This design comes from an exercise in tuning for small area, a short achievable clock period and few clock cycles on the open sky130 flow, not from production work. No activity file was given, so power comes from the tool's default toggle rates.

==> run K <==
==> flow/design.v (excerpt) <==
module online_shop
(
	input  logic         clk,
	input  logic         inf,
	input  logic [15:0]  data_in,
	input  logic         id_valid,
	input  logic         act_valid,
	input  logic         item_valid,
	input  logic         num_valid,
	input  logic         amnt_valid,
	input  logic         c_out_valid,
	input  logic [63:0]  c_data_r,
	output logic         c_in_valid,
	output logic         c_r_wb,
	output logic [7:0]   c_addr,
	output logic [63:0]  c_data_w,
	output logic         out_valid,
	output logic [3:0]   err_msg,
	output logic         complete,
	output logic [31:0]  out_info
);
clock: 9.0 ns
lec_check: 0
abc_clock_period_in_ps: 2500
cap_margin: 20
core_margin: 2
core_utilization: 40
slew_margin: 20
standard.sh (not shown) runs the stock make flow with config.mk's settings and CLKGATE_MAP_FILE= SYNTH_SCRIPT=/design/flow/synth_recipe.tcl, a recipe that flattens the netlist after the stock synthesis.
==> flow/flow/run.sh <==
#!/bin/bash
# Own flow: the standard layout (standard.sh, unchanged synthesis and steps) with two
# extra ORFS settings passed on make's command line:
#  - port buffers are buf_2 cells instead of the default delay-buffer cells;
set -euo pipefail
cd "$(dirname "$0")/.."
bash standard.sh \
  "BUFFER_PORTS_ARGS=-buffer_cell sky130_fd_sc_hd__buf_2" \
  SETUP_SLACK_MARGIN=6.2 \
  finish > flow_make.log 2>&1
==> run X (differences from run K) <==
--- a/flow/design.v
+++ b/flow/design.v
@@ -123,17 +123,18 @@
 	localparam int UREQ  = 1;   
 	localparam int UWAIT = 2;   
 	localparam int HAVEU = 3;   
 	localparam int DCALC = 4;   
 	localparam int SREQ  = 5;   
 	localparam int SWAIT = 6;   
 	localparam int WREQ  = 7;   
 	localparam int WWAIT = 8;   
-	localparam int NST   = 9;
+	localparam int SERR  = 9;   
+	localparam int NST   = 10;
 	logic [NST-1:0] st;
 	logic [NST-1:0] nst;
 	logic           pend;
 	logic           can_req;
 	logic [7:0]  uid;
 	logic [7:0]  sid;
 	logic [15:0] xin;       
 	logic        got_sid;
@@ -178,18 +179,22 @@
 		end else begin
 			if (id_valid)
 				got_sid <= 1'b1;
 			if (amnt_valid)
 				got_amt <= 1'b1;
 		end
 	end
 	logic [7:0]  nk;
+	logic [5:0]  cnt_in;
+	assign cnt_in = data_in[5:0];
+	always_ff @(posedge clk)
+		if (num_valid)
+			nk <= (item[0] ? 8'(cnt_in) : 8'd0) + (item[1] ? 8'({cnt_in, 1'b0}) : 8'd0);
 	logic [14:0] pa, pb, pc, ps, pcy;
-	assign nk  = (item[0] ? 8'(cnt) : 8'd0) + (item[1] ? 8'({cnt, 1'b0}) : 8'd0);
 	assign pa  = 15'({nk, 6'd0});
 	assign pb  = 15'({nk, 5'd0});
 	assign pc  = 15'({nk, 2'd0});
 	assign ps  = pa ^ pb ^ pc;
 	assign pcy = (pa & pb) | (pa & pc) | (pb & pc);
 	always_ff @(posedge clk) begin
 		pk <= ps + {pcy[13:0], 1'b0};
 		xk <= 12'({nk, 4'd0}) + 12'({nk, 2'd0});
@@ -292,39 +297,42 @@
 		case (item)
 			2'd1:    r_hold = ra[51:46];
 			2'd2:    r_hold = ra[57:52];
 			2'd3:    r_hold = ra[63:58];
 			default: r_hold = 6'd0;
 		endcase
 	end
 	assign stock_ok = r_hold >= cnt;
-	assign buy_err  = inv_full_q ? 4'd4 : !stock_ok ? 4'd2 : money_low_q ? 4'd3 : 4'd0;
-	logic u_go, sid_now, amt_now, ovf, buy_bad, u_req;
+	logic stock_ok_q;
+	always_ff @(posedge clk)
+		stock_ok_q <= stock_ok;
+	assign buy_err  = inv_full_q ? 4'd4 : !stock_ok_q ? 4'd2 : money_low_q ? 4'd3 : 4'd0;
+	logic u_go, sid_now, amt_now, ovf, buy_ok, u_req;
 	assign u_go    = st[HAVEU] || (st[UWAIT] && c_out_valid);
 	assign sid_now = got_sid || id_valid;
 	assign amt_now = got_amt || amnt_valid;
 	assign ovf     = d_sum[16];
-	assign buy_bad = buy_err != 4'd0;
+	assign buy_ok  = !inv_full_q && !money_low_q && stock_ok;
 	assign u_req   = ((st[IDLE] && id_valid) || st[UREQ]) && can_req;
 	always_comb begin
-		nst[IDLE]  = (st[IDLE] && !id_valid) || st[DCALC] ||
-		             (st[SWAIT] && c_out_valid && buy_bad) || (st[WWAIT] && c_out_valid);
+		nst[IDLE]  = (st[IDLE] && !id_valid) || st[DCALC] || st[SERR] || (st[WWAIT] && c_out_valid);
 		nst[UREQ]  = ((st[IDLE] && id_valid) || st[UREQ]) && !can_req;
 		nst[UWAIT] = u_req || (st[UWAIT] && !c_out_valid);
 		nst[HAVEU] = u_go && !sid_now && !amt_now;
 		nst[DCALC] = u_go && !sid_now && amt_now;
 		nst[SREQ]  = u_go && sid_now;
 		nst[SWAIT] = st[SREQ] || (st[SWAIT] && !c_out_valid);
-		nst[WREQ]  = st[SWAIT] && c_out_valid && !buy_bad;
+		nst[WREQ]  = st[SWAIT] && c_out_valid && buy_ok;
+		nst[SERR]  = st[SWAIT] && c_out_valid && !buy_ok;
 		nst[WWAIT] = st[WREQ] || (st[WWAIT] && !c_out_valid);
 		req  = u_req || nst[SREQ] || (st[DCALC] && !ovf) || nst[WREQ] || (st[WWAIT] && c_out_valid);
-		ovld = st[DCALC] || (st[SWAIT] && c_out_valid && buy_bad) || (st[WWAIT] && c_out_valid);
+		ovld = st[DCALC] || st[SERR] || (st[WWAIT] && c_out_valid);
 		rd   = st[IDLE] || st[UREQ] || st[UWAIT] || st[HAVEU];
-		err_n = st[DCALC] ? {ovf, 3'b000} : st[SWAIT] ? buy_err : 4'd0;
+		err_n = st[DCALC] ? {ovf, 3'b000} : st[SERR] ? buy_err : 4'd0;
 		if (st[IDLE])
 			addr_n = data_in[7:0];
 		else if (st[UWAIT] || st[HAVEU])
 			addr_n = id_valid ? data_in[7:0] : sid;
 		else if (st[WREQ] || st[WWAIT])
 			addr_n = sid;
 		else
 			addr_n = uid;
@@ -353,22 +361,21 @@
 			wbuf <= {ua_buy[39:32], ua_buy[47:40], ua_buy[55:48], ua_buy[63:56],
 			         ua_buy[7:0],   ua_buy[15:8],  ua_buy[23:16], ua_buy[31:24]};
 		else if (st[DCALC])
 			wbuf <= {ua_dep[39:32], ua_dep[47:40], ua_dep[55:48], ua_dep[63:56],
 			         ua_dep[7:0],   ua_dep[15:8],  ua_dep[23:16], ua_dep[31:24]};
 		else if (st[WREQ])
 			wbuf <= {sa_new[39:32], sa_new[47:40], sa_new[55:48], sa_new[63:56],
 			         sa_new[7:0],   sa_new[15:8],  sa_new[23:16], sa_new[31:24]};
-		if (st[SWAIT])
-			sbuf <= c_data_r;
+		sbuf <= c_data_r;
 		if (st[SREQ]) begin
 			inv_full_q  <= inv_full;
 			money_low_q <= money_low;
 		end
 		if (st[SREQ])
-			out_info <= (inv_full || money_low) ? 32'd0 : ua_buy[31:0];
+			out_info <= ua_buy[31:0];
 		else if (st[DCALC])
 			out_info <= d_sum[16] ? 32'd0 : {16'd0, d_sum[15:0]};
-		else if (st[SWAIT] && c_out_valid && !stock_ok)
+		else if (st[SERR])
 			out_info <= 32'd0;
 	end
 endmodule
==> flow/run.sh (new file) <==
#!/bin/bash
# synth_recipe.tcl (not shown) runs the flow's synth.tcl, then flattens the netlist and writes it again
# the make line also repeats each setting of config.mk as NAME=value (left out here)
make -C /OpenROAD-flow-scripts/flow DESIGN_CONFIG=/design/flow/config.mk WORK_HOME=/design/flow/orfs CLKGATE_MAP_FILE= SYNTH_SCRIPT=/design/flow/synth_recipe.tcl finish
- ABC_CLOCK_PERIOD_IN_PS: 2500 -> unset
- SETUP_SLACK_MARGIN: unset -> 5
removed: flow/flow/run.sh
removed: flow/standard.sh
==> notes <==
- Run K completed without violations. Run X completed with no timing, DRC or antenna violations.
- Against run K, the synthesized area of run X is smaller by 2.4%.
- Between run K and run X, the lower hold slack is in run K (gap 1.1 ps).
- Clock power: run K is lower than run X (about 10%).
- Wire length: run X is lower than run K (14%).
- Against run X, the power of run K is larger by 38%.
Function was not checked in any run of this note: the RTL went through the layout flow alone.

==> branch harbor <==
Another version of the RTL of online_shop (not shown whole).
==> flow/design.v (excerpt) <==
module online_shop
(
	input  logic         clk,
	input  logic         inf,
	input  logic [15:0]  data_in,
	input  logic         id_valid,
	input  logic         act_valid,
	input  logic         item_valid,
	input  logic         num_valid,
	input  logic         amnt_valid,
	input  logic         c_out_valid,
	input  logic [63:0]  c_data_r,
	output logic         c_in_valid,
	output logic         c_r_wb,
	output logic [7:0]   c_addr,
	output logic [63:0]  c_data_w,
	output logic         out_valid,
	output logic [3:0]   err_msg,
	output logic         complete,
	output logic [31:0]  out_info
);
	localparam int IDLE  = 0;   
	localparam int UREQ  = 1;   
	localparam int UWAIT = 2;   
	localparam int HAVEU = 3;   
	localparam int DCALC = 4;   
	localparam int SREQ  = 5;   
	localparam int SWAIT = 6;   
	localparam int WREQ  = 7;   
	localparam int WWAIT = 8;   
	localparam int SERR  = 9;   
	localparam int NST   = 10;
	logic [NST-1:0] st;
	logic [NST-1:0] nst;
	logic           pend;
	logic           can_req;
	logic [7:0]  uid;
	logic [7:0]  sid;
	logic [7:0]  xin;       
	logic        got_sid;
	logic        got_amt;
	logic [14:2] pkr;       
	logic [63:0] wbuf;
	logic [63:0] sbuf;
	logic        inv_full_q;
	logic        req;
	logic        rd;
	logic [7:0]  addr_n;
	logic        ovld;
	logic [3:0]  err_n;
	wire [1:0] item = xin[7:6];
	wire [5:0] cnt  = xin[5:0];
	assign c_data_w = wbuf;
	assign out_info = {mreg[15:0], xin[7:0], sid};
	always_ff @(posedge clk or negedge inf) begin
		if (!inf)
			pend <= 1'b0;
		else
			pend <= c_in_valid || (pend && !c_out_valid);
	end
	assign can_req = !c_in_valid && (!pend || c_out_valid);
	logic req_q;
	assign c_in_valid = req_q || st[WREQ];
	always_ff @(posedge clk) begin
		if (id_valid && st[IDLE])
			uid <= data_in[7:0];
		if (st[DCALC])
			{xin[7:0], sid} <= {ua_dep[7:0], ua_dep[15:8]};
		else if (st[SERR])
			{xin[7:0], sid} <= 16'd0;
		else begin
			if ((id_valid && !st[IDLE]) || amnt_valid)
				sid <= data_in[7:0];
			if (amnt_valid)
				xin <= data_in[15:8];
			if (num_valid)
				xin[5:0] <= data_in[5:0];
  ...
export LEC_CHECK = 0
export CAP_MARGIN = 20
export CORE_MARGIN = 2
export CORE_UTILIZATION = 50
export CTS_CLUSTER_DIAMETER = 100
export CTS_CLUSTER_SIZE = 20
export SLEW_MARGIN = 20
create_clock -name core_clock -period 9.0 [get_ports {clk}]
==> flow/flow/run.sh <==
#!/bin/bash
# Own flow: the standard layout (standard.sh, unchanged synthesis and steps) with two
# extra ORFS settings passed on make's command line:
#  - port buffers are buf_1 cells instead of the default delay-buffer cells;
set -euo pipefail
cd "$(dirname "$0")/.."
bash standard.sh \
  "BUFFER_PORTS_ARGS=-buffer_cell sky130_fd_sc_hd__buf_1" \
  SETUP_SLACK_MARGIN=5.8 \
  finish > flow_make.log 2>&1
==> inputs of branch cedar, as changes to branch harbor <==
--- a/flow/design.v
+++ b/flow/design.v
@@ -106,21 +106,23 @@
 );
 	assign nk = (item[0] ? 8'(cnt) : 8'd0) + (item[1] ? 8'({cnt, 1'b0}) : 8'd0);
 endmodule
 module price_mul
 (
 	input  logic [7:0]  nk,
-	output logic [14:2] pk
+	output logic [14:2] pk,
+	output logic [11:2] xk
 );
 	logic [12:0] pa, pb, pc, ps, pcy;
 	assign pa  = 13'({nk, 4'd0});
 	assign pb  = 13'({nk, 3'd0});
 	assign pc  = 13'(nk);
 	assign ps  = pa ^ pb ^ pc;
 	assign pcy = (pa & pb) | (pa & pc) | (pb & pc);
 	assign pk  = ps + {pcy[11:0], 1'b0};
+	assign xk  = 10'({nk, 2'd0}) + 10'(nk);
 endmodule
 module fee_lut
 (
 	input  logic [1:0] level,
 	output logic [6:0] fee_m2
 );
@@ -151,23 +153,18 @@
 	assign hi   = cs_s[16:9] + cs_c[15:8] + 8'(c9);
 endmodule
 module exp_upd
 (
 	input  logic [11:0] exp_in,
 	input  logic [1:0]  lvl,
-	input  logic [7:0]  nk,
+	input  logic [11:0] xk,
 	output logic [11:0] exp_new,
 	output logic [1:0]  lvl_new
 );
-	logic [12:0] ea, eb, ec, es, ecy, e_sum;
-	assign ea    = 13'(exp_in);
-	assign eb    = 13'({nk, 4'd0});
-	assign ec    = 13'({nk, 2'd0});
-	assign es    = ea ^ eb ^ ec;
-	assign ecy   = (ea & eb) | (ea & ec) | (eb & ec);
-	assign e_sum = es + {ecy[11:0], 1'b0};
+	logic [12:0] e_sum;
+	assign e_sum = 13'(exp_in) + 13'(xk);
 	always_comb begin
 		lvl_new = lvl;
 		exp_new = e_sum[11:0];
 		case (lvl)
 			2'd3: if (e_sum >= 13'd1000) begin lvl_new = 2'd2; exp_new = 12'd0; end
 			2'd2: if (e_sum >= 13'd2500) begin lvl_new = 2'd1; exp_new = 12'd0; end
@@ -297,12 +294,13 @@
 	logic [7:0]  uid;
 	logic [7:0]  sid;
 	logic [7:0]  xin;       
 	logic        got_sid;
 	logic        got_amt;
 	logic [14:2] pkr;       
+	logic [11:0] xk;        
 	logic [63:0] wbuf;
 	logic [63:0] sbuf;
 	logic        inv_full_q;
 	logic        req;
 	logic        rd;
 	logic [7:0]  addr_n;
@@ -348,18 +346,20 @@
 				got_amt <= 1'b1;
 		end
 	end
 	logic [7:0]  nk;
 	logic [7:0]  nk_n;
 	logic [14:2] pk_n;
+	logic [11:2] xk_n;
 	cnt_mul u_cnt_mul (.item(item), .cnt(data_in[5:0]), .nk(nk_n));
-	price_mul u_price_mul (.nk(nk), .pk(pk_n));
+	price_mul u_price_mul (.nk(nk), .pk(pk_n), .xk(xk_n));
 	always_ff @(posedge clk) begin
 		if (num_valid)
 			nk <= nk_n;
 		pkr <= pk_n;
+		xk <= {xk_n, 2'b00};
 	end
 	logic [63:0] ua, sa, ra;
 	assign ua = {wbuf[39:32], wbuf[47:40], wbuf[55:48], wbuf[63:56],
 	             wbuf[7:0],   wbuf[15:8],  wbuf[23:16], wbuf[31:24]};
 	assign sa = {sbuf[39:32], sbuf[47:40], sbuf[55:48], sbuf[63:56],
 	             sbuf[7:0],   sbuf[15:8],  sbuf[23:16], sbuf[31:24]};
@@ -378,23 +378,25 @@
 	logic        inv_full;
 	logic [63:0] ua_buy, ua_buy_w;
 	fee_lut   u_fee  (.level(ua[45:44]), .fee_m2(fee_m2));
 	money_sub u_msub (.money(ua[31:16]), .opb(~{2'b00, pkr, 2'b00}), .fee_m2(fee_m2), .c9(c9_q),
 	                  .lo(m_lo), .hi(m_hi));
 	assign money_low = mwb ? m_hi[16] : mreg[16];
-	exp_upd   u_exp  (.exp_in(ua[43:32]), .lvl(ua[45:44]), .nk(nk), .exp_new(exp_new), .lvl_new(lvl_new));
+	exp_upd   u_exp  (.exp_in(ua[43:32]), .lvl(ua[45:44]), .xk(xk), .exp_new(exp_new), .lvl_new(lvl_new));
 	hold_add  u_uadd (.holds(ua[63:46]), .item(item), .cnt(cnt), .sum(u_hsum));
 	assign inv_full = u_hsum[6];
 	always_comb begin
 		ua_buy = ua;
 		case (item)
 			2'd1: ua_buy[51:46] = u_hsum[5:0];
 			2'd2: ua_buy[57:52] = u_hsum[5:0];
 			2'd3: ua_buy[63:58] = u_hsum[5:0];
 			default: ;
 		endcase
+		ua_buy[45:44] = lvl_new;
+		ua_buy[43:32] = exp_new;
 		ua_buy[15:0]  = {item, cnt, sid};
 	end
 	assign ua_buy_w = {ua_buy[39:32], ua_buy[47:40], ua_buy[55:48], ua_buy[63:56],
 	                   ua_buy[7:0],   ua_buy[15:8],  ua_buy[23:16], ua_buy[31:24]};
 	logic [16:0] d_sum;
 	logic        ovf;
@@ -476,16 +478,13 @@
 	always_ff @(posedge clk) begin
 		if (st[UWAIT])
 			wbuf <= c_data_r;
 		else if (st[SREQ])
 			wbuf <= ua_buy_w;
 		else if (mwb)
-		begin
 			{wbuf[7:0], wbuf[15:8]} <= {m_hi[15:9], mreg[8:0]};
-			{wbuf[53:48], wbuf[63:56]} <= {lvl_new, exp_new};
-		end
 		else if (st[DCALC])
 			wbuf <= ua_dep;
 		else if (st[WREQ])
 			wbuf <= sa_new_w;
 		sbuf <= c_data_r;
 		mwb  <= st[SREQ];
==> inputs of branch yarrow, as changes to branch harbor <==
--- a/flow/design.v
+++ b/flow/design.v
@@ -106,21 +106,23 @@
 );
 	assign nk = (item[0] ? 8'(cnt) : 8'd0) + (item[1] ? 8'({cnt, 1'b0}) : 8'd0);
 endmodule
 module price_mul
 (
 	input  logic [7:0]  nk,
-	output logic [14:2] pk
+	output logic [14:2] pk,
+	output logic [11:2] xk
 );
 	logic [12:0] pa, pb, pc, ps, pcy;
 	assign pa  = 13'({nk, 4'd0});
 	assign pb  = 13'({nk, 3'd0});
 	assign pc  = 13'(nk);
 	assign ps  = pa ^ pb ^ pc;
 	assign pcy = (pa & pb) | (pa & pc) | (pb & pc);
 	assign pk  = ps + {pcy[11:0], 1'b0};
+	assign xk  = 10'({nk, 2'd0}) + 10'(nk);
 endmodule
 module fee_lut
 (
 	input  logic [1:0] level,
 	output logic [6:0] fee_m2
 );
@@ -135,39 +137,31 @@
 endmodule
 module money_sub
 (
 	input  logic [15:0] money,
 	input  logic [16:0] opb,      
 	input  logic [6:0]  fee_m2,
-	input  logic        c9,       
-	output logic [9:0]  lo,       
-	output logic [16:9] hi
+	output logic [16:0] m_diff
 );
 	logic [16:0] op_a, op_c, cs_s, cs_c;
-	assign op_a = {1'b0, money};
-	assign op_c = ~{10'd0, fee_m2};
-	assign cs_s = op_a ^ opb ^ op_c;
-	assign cs_c = (op_a & opb) | (op_a & op_c) | (opb & op_c);
-	assign lo   = 10'(cs_s[8:0]) + 10'({cs_c[7:0], 1'b0});
-	assign hi   = cs_s[16:9] + cs_c[15:8] + 8'(c9);
+	assign op_a   = {1'b0, money};
+	assign op_c   = ~{10'd0, fee_m2};
+	assign cs_s   = op_a ^ opb ^ op_c;
+	assign cs_c   = (op_a & opb) | (op_a & op_c) | (opb & op_c);
+	assign m_diff = cs_s + {cs_c[15:0], 1'b0};
 endmodule
 module exp_upd
 (
 	input  logic [11:0] exp_in,
 	input  logic [1:0]  lvl,
-	input  logic [7:0]  nk,
+	input  logic [11:0] xk,
 	output logic [11:0] exp_new,
 	output logic [1:0]  lvl_new
 );
-	logic [12:0] ea, eb, ec, es, ecy, e_sum;
-	assign ea    = 13'(exp_in);
-	assign eb    = 13'({nk, 4'd0});
-	assign ec    = 13'({nk, 2'd0});
-	assign es    = ea ^ eb ^ ec;
-	assign ecy   = (ea & eb) | (ea & ec) | (eb & ec);
-	assign e_sum = es + {ecy[11:0], 1'b0};
+	logic [12:0] e_sum;
+	assign e_sum = 13'(exp_in) + 13'(xk);
 	always_comb begin
 		lvl_new = lvl;
 		exp_new = e_sum[11:0];
 		case (lvl)
 			2'd3: if (e_sum >= 13'd1000) begin lvl_new = 2'd2; exp_new = 12'd0; end
 			2'd2: if (e_sum >= 13'd2500) begin lvl_new = 2'd1; exp_new = 12'd0; end
@@ -296,13 +290,14 @@
 	logic           can_req;
 	logic [7:0]  uid;
 	logic [7:0]  sid;
 	logic [7:0]  xin;       
 	logic        got_sid;
 	logic        got_amt;
-	logic [14:2] pkr;       
+	logic [16:0] opb;       
+	logic [11:0] xk;        
 	logic [63:0] wbuf;
 	logic [63:0] sbuf;
 	logic        inv_full_q;
 	logic        req;
 	logic        rd;
 	logic [7:0]  addr_n;
@@ -316,26 +311,22 @@
 		if (!inf)
 			pend <= 1'b0;
 		else
 			pend <= c_in_valid || (pend && !c_out_valid);
 	end
 	assign can_req = !c_in_valid && (!pend || c_out_valid);
-	logic req_q;
-	assign c_in_valid = req_q || st[WREQ];
 	always_ff @(posedge clk) begin
 		if (id_valid && st[IDLE])
 			uid <= data_in[7:0];
 		if (st[DCALC])
 			{xin[7:0], sid} <= {ua_dep[7:0], ua_dep[15:8]};
 		else if (st[SERR])
 			{xin[7:0], sid} <= 16'd0;
 		else begin
-			if ((id_valid && !st[IDLE]) || amnt_valid)
+			if (id_valid && !st[IDLE])
 				sid <= data_in[7:0];
-			if (amnt_valid)
-				xin <= data_in[15:8];
 			if (num_valid)
 				xin[5:0] <= data_in[5:0];
 			if (item_valid)
 				xin[7:6] <= data_in[1:0];
 		end
 		if (id_valid && st[IDLE]) begin
@@ -348,67 +339,69 @@
 				got_amt <= 1'b1;
 		end
 	end
 	logic [7:0]  nk;
 	logic [7:0]  nk_n;
 	logic [14:2] pk_n;
+	logic [11:2] xk_n;
 	cnt_mul u_cnt_mul (.item(item), .cnt(data_in[5:0]), .nk(nk_n));
-	price_mul u_price_mul (.nk(nk), .pk(pk_n));
+	price_mul u_price_mul (.nk(nk), .pk(pk_n), .xk(xk_n));
 	always_ff @(posedge clk) begin
 		if (num_valid)
 			nk <= nk_n;
-		pkr <= pk_n;
+		if (amnt_valid)
+			opb <= {1'b0, data_in};
+		else if (!got_amt)
+			opb <= ~{2'b00, pk_n, 2'b00};
+		xk <= {xk_n, 2'b00};
 	end
 	logic [63:0] ua, sa, ra;
 	assign ua = {wbuf[39:32], wbuf[47:40], wbuf[55:48], wbuf[63:56],
 	             wbuf[7:0],   wbuf[15:8],  wbuf[23:16], wbuf[31:24]};
 	assign sa = {sbuf[39:32], sbuf[47:40], sbuf[55:48], sbuf[63:56],
 	             sbuf[7:0],   sbuf[15:8],  sbuf[23:16], sbuf[31:24]};
 	assign ra = {c_data_r[39:32], c_data_r[47:40], c_data_r[55:48], c_data_r[63:56],
 	             c_data_r[7:0],   c_data_r[15:8],  c_data_r[23:16], c_data_r[31:24]};
 	logic [6:0]  fee_m2;
-	logic [9:0]  m_lo;      
-	logic [16:9] m_hi;      
-	logic        c9_q;      
+	logic [16:0] m_diff;    
 	logic [16:0] mreg;      
-	logic        money_low;
 	logic        mwb;       
 	logic [11:0] exp_new;
 	logic [1:0]  lvl_new;
 	logic [6:0]  u_hsum;
 	logic        inv_full;
 	logic [63:0] ua_buy, ua_buy_w;
 	fee_lut   u_fee  (.level(ua[45:44]), .fee_m2(fee_m2));
-	money_sub u_msub (.money(ua[31:16]), .opb(~{2'b00, pkr, 2'b00}), .fee_m2(fee_m2), .c9(c9_q),
-	                  .lo(m_lo), .hi(m_hi));
-	assign money_low = mwb ? m_hi[16] : mreg[16];
-	exp_upd   u_exp  (.exp_in(ua[43:32]), .lvl(ua[45:44]), .nk(nk), .exp_new(exp_new), .lvl_new(lvl_new));
+	money_sub u_msub (.money(ua[31:16]), .opb(opb), .fee_m2(fee_m2), .m_diff(m_diff));
+	exp_upd   u_exp  (.exp_in(ua[43:32]), .lvl(ua[45:44]), .xk(xk), .exp_new(exp_new), .lvl_new(lvl_new));
 	hold_add  u_uadd (.holds(ua[63:46]), .item(item), .cnt(cnt), .sum(u_hsum));
 	assign inv_full = u_hsum[6];
 	always_comb begin
 		ua_buy = ua;
 		case (item)
 			2'd1: ua_buy[51:46] = u_hsum[5:0];
 			2'd2: ua_buy[57:52] = u_hsum[5:0];
 			2'd3: ua_buy[63:58] = u_hsum[5:0];
 			default: ;
 		endcase
+		ua_buy[45:44] = lvl_new;
+		ua_buy[43:32] = exp_new;
 		ua_buy[15:0]  = {item, cnt, sid};
 	end
 	assign ua_buy_w = {ua_buy[39:32], ua_buy[47:40], ua_buy[55:48], ua_buy[63:56],
 	                   ua_buy[7:0],   ua_buy[15:8],  ua_buy[23:16], ua_buy[31:24]};
 	logic [16:0] d_sum;
 	logic        ovf;
 	logic [63:0] ua_dep;
-	dep_add u_dep (.money(ua[31:16]), .amount({xin, sid}), .sum(d_sum));
+	dep_add u_dep (.money(ua[31:16]), .amount(opb[15:0]), .sum(d_sum));
 	assign ovf    = d_sum[16];
 	assign ua_dep = {wbuf[63:16], d_sum[7:0], d_sum[15:8]};
 	logic [15:0] s_money;
 	logic [5:0]  s_hdiff;
 	logic [63:0] sa_new, sa_new_w;
-	sell_money u_smon (.money(sa[31:16]), .pk({pkr, 2'b00}), .money_new(s_money));
+	sell_money u_smon (.money(sa[31:16]), .pk(~opb[14:0]), .money_new(s_money));
 	hold_sub   u_ssub (.holds(sa[63:46]), .item(item), .cnt(cnt), .diff(s_hdiff));
 	always_comb begin
 		sa_new = sa;
 		case (item)
 			2'd1: sa_new[51:46] = s_hdiff;
 			2'd2: sa_new[57:52] = s_hdiff;
@@ -427,26 +420,26 @@
 		stock_ok_q <= stock_ok;
 	assign buy_err  = inv_full_q ? 4'd4 : !stock_ok_q ? 4'd2 : mreg[16] ? 4'd3 : 4'd0;
 	logic u_go, sid_now, amt_now, buy_ok, u_req;
 	assign u_go    = st[HAVEU] || (st[UWAIT] && c_out_valid);
 	assign sid_now = got_sid || id_valid;
 	assign amt_now = got_amt || amnt_valid;
-	assign buy_ok  = !inv_full_q && !money_low && stock_ok;
+	assign buy_ok  = !inv_full_q && !mreg[16] && stock_ok;
 	assign u_req   = ((st[IDLE] && id_valid) || st[UREQ]) && can_req;
 	always_comb begin
 		nst[IDLE]  = (st[IDLE] && !id_valid) || (st[DCALC] && !ovf) || st[SERR] || (st[WWAIT] && c_out_valid);
 		nst[UREQ]  = ((st[IDLE] && id_valid) || st[UREQ]) && !can_req;
 		nst[UWAIT] = u_req || (st[UWAIT] && !c_out_valid);
 		nst[HAVEU] = u_go && !sid_now && !amt_now;
 		nst[DCALC] = u_go && !sid_now && amt_now;
 		nst[SREQ]  = u_go && sid_now;
 		nst[SWAIT] = st[SREQ] || (st[SWAIT] && !c_out_valid);
 		nst[WREQ]  = st[SWAIT] && c_out_valid && buy_ok;
 		nst[SERR]  = (st[SWAIT] && c_out_valid && !buy_ok) || (st[DCALC] && ovf);
 		nst[WWAIT] = st[WREQ] || (st[WWAIT] && !c_out_valid);
-		req  = u_req || nst[SREQ] || (st[DCALC] && !ovf) || (st[WWAIT] && c_out_valid);
+		req  = u_req || nst[SREQ] || (st[DCALC] && !ovf) || nst[WREQ] || (st[WWAIT] && c_out_valid);
 		ovld = (st[DCALC] && !ovf) || st[SERR] || (st[WWAIT] && c_out_valid);
 		rd   = st[IDLE] || st[UREQ] || st[UWAIT] || st[HAVEU];
 		err_n = !st[SERR] ? 4'd0 : got_amt ? 4'd8 : buy_err;
 		if (st[IDLE])
 			addr_n = data_in[7:0];
 		else if (st[UWAIT] || st[HAVEU])
@@ -456,17 +449,17 @@
 		else
 			addr_n = uid;
 	end
 	always_ff @(posedge clk or negedge inf) begin
 		if (!inf) begin
 			st         <= NST'(1) << IDLE;
-			req_q      <= 1'b0;
+			c_in_valid <= 1'b0;
 			out_valid  <= 1'b0;
 		end else begin
 			st         <= nst;
-			req_q      <= req;
+			c_in_valid <= req;
 			out_valid  <= ovld;
 		end
 	end
 	always_ff @(posedge clk) begin
 		c_r_wb   <= rd;
 		c_addr   <= addr_n;
@@ -476,30 +469,21 @@
 	always_ff @(posedge clk) begin
 		if (st[UWAIT])
 			wbuf <= c_data_r;
 		else if (st[SREQ])
 			wbuf <= ua_buy_w;
 		else if (mwb)
-		begin
-			{wbuf[7:0], wbuf[15:8]} <= {m_hi[15:9], mreg[8:0]};
-			{wbuf[53:48], wbuf[63:56]} <= {lvl_new, exp_new};
-		end
+			{wbuf[7:0], wbuf[15:8]} <= mreg[15:0];
 		else if (st[DCALC])
 			wbuf <= ua_dep;
 		else if (st[WREQ])
 			wbuf <= sa_new_w;
 		sbuf <= c_data_r;
 		mwb  <= st[SREQ];
 		if (st[SREQ])
-			c9_q <= m_lo[9];
-		if (st[SREQ])
-			mreg[8:0] <= m_lo[8:0];
-		else if (st[DCALC] || st[SERR])
-			mreg[8:0] <= 9'd0;
-		if (mwb)
-			mreg[16:9] <= m_hi;
+			mreg <= m_diff;
 		else if (st[DCALC] || st[SERR])
-			mreg[16:9] <= 8'd0;
+			mreg <= 17'd0;
 		if (st[SREQ])
 			inv_full_q <= inv_full;
 	end
 endmodule
==> run notes <==
Fmax - 0.286 GHz
Met1 usage - 0.355
Syn Nets - 1602
Placed cells - 1877
DRT iter0 DRCs - 927
Status - timing/DRC/antenna clean
ANT cells - 0
Seq area share - 0.384
Netlist cell types - 86
Reg area - 6100 µm²
Area share of the largest cell type after synthesis - 0.285
(the above is from branch yarrow)
==> run notes <==
Status - timing/DRC/antenna clean
Area share of the largest cell type after synthesis - 0.266
ANT cells - 3
Netlist cell types - 77
Placed cells - 1767
Met1 usage - 0.387
Syn Nets - 1495
(the above is from branch cedar)
==> run notes <==
Seq area share - 0.389
Placed cells - 1691
Met1 usage - 0.326
Area share of the largest cell type after synthesis - 0.273
Syn Nets - 1420
ANT cells - 0
DRT iter0 DRCs - 665
Status - timing/DRC/antenna clean
Netlist cell types - 78
(the above is from branch harbor)
No run of this note included a check of the RTL's function; only the layout flow was run.

## afterwards: timing with drivers on the ports
No port has a modelled driver above. Below, the same layouts with a new extraction and two added sets of constraints. Step 1 sets driving cells, clkbuf_16 on the clock port and buf_2 on the other inputs (assumed; they add their load-dependent delay and slew). Step 2 moves the port delays by t, midway between the first and last clock arrival at a register: inputs arrive t later, outputs are due t later. That takes back most of the time a late clock gives input paths. a / b / c = ideal ports / drivers / drivers and shift; a / b = the first two.
run	t, ns	setup slack, ns	hold slack, ns	worst setup path at the end	pins driven straight from the clock port
run K	0.607	5.208 / 5.208 / 4.824	0.422 / 0.422 / 0.422	input to register	1
run X	0.599	5.178 / 5.195 / 4.606	0.423 / 0.423 / 0.423	input to register	1
branch harbor	0.537	5.286 / 5.286 / 5.237	0.441 / 0.441 / 0.441	input to register	1
branch cedar	0.533	5.727 / 5.707 / 5.174	0.444 / 0.444 / 0.444	input to register	1
branch yarrow	0.538	5.507 / 5.507 / 5.291	0.477 / 0.477 / 0.477	input to register	1
After both steps setup and hold are still met in every run listed. The setup slack of run X, which loses most, moves by +0.017 ns with the drivers and by -0.572 ns with both steps.
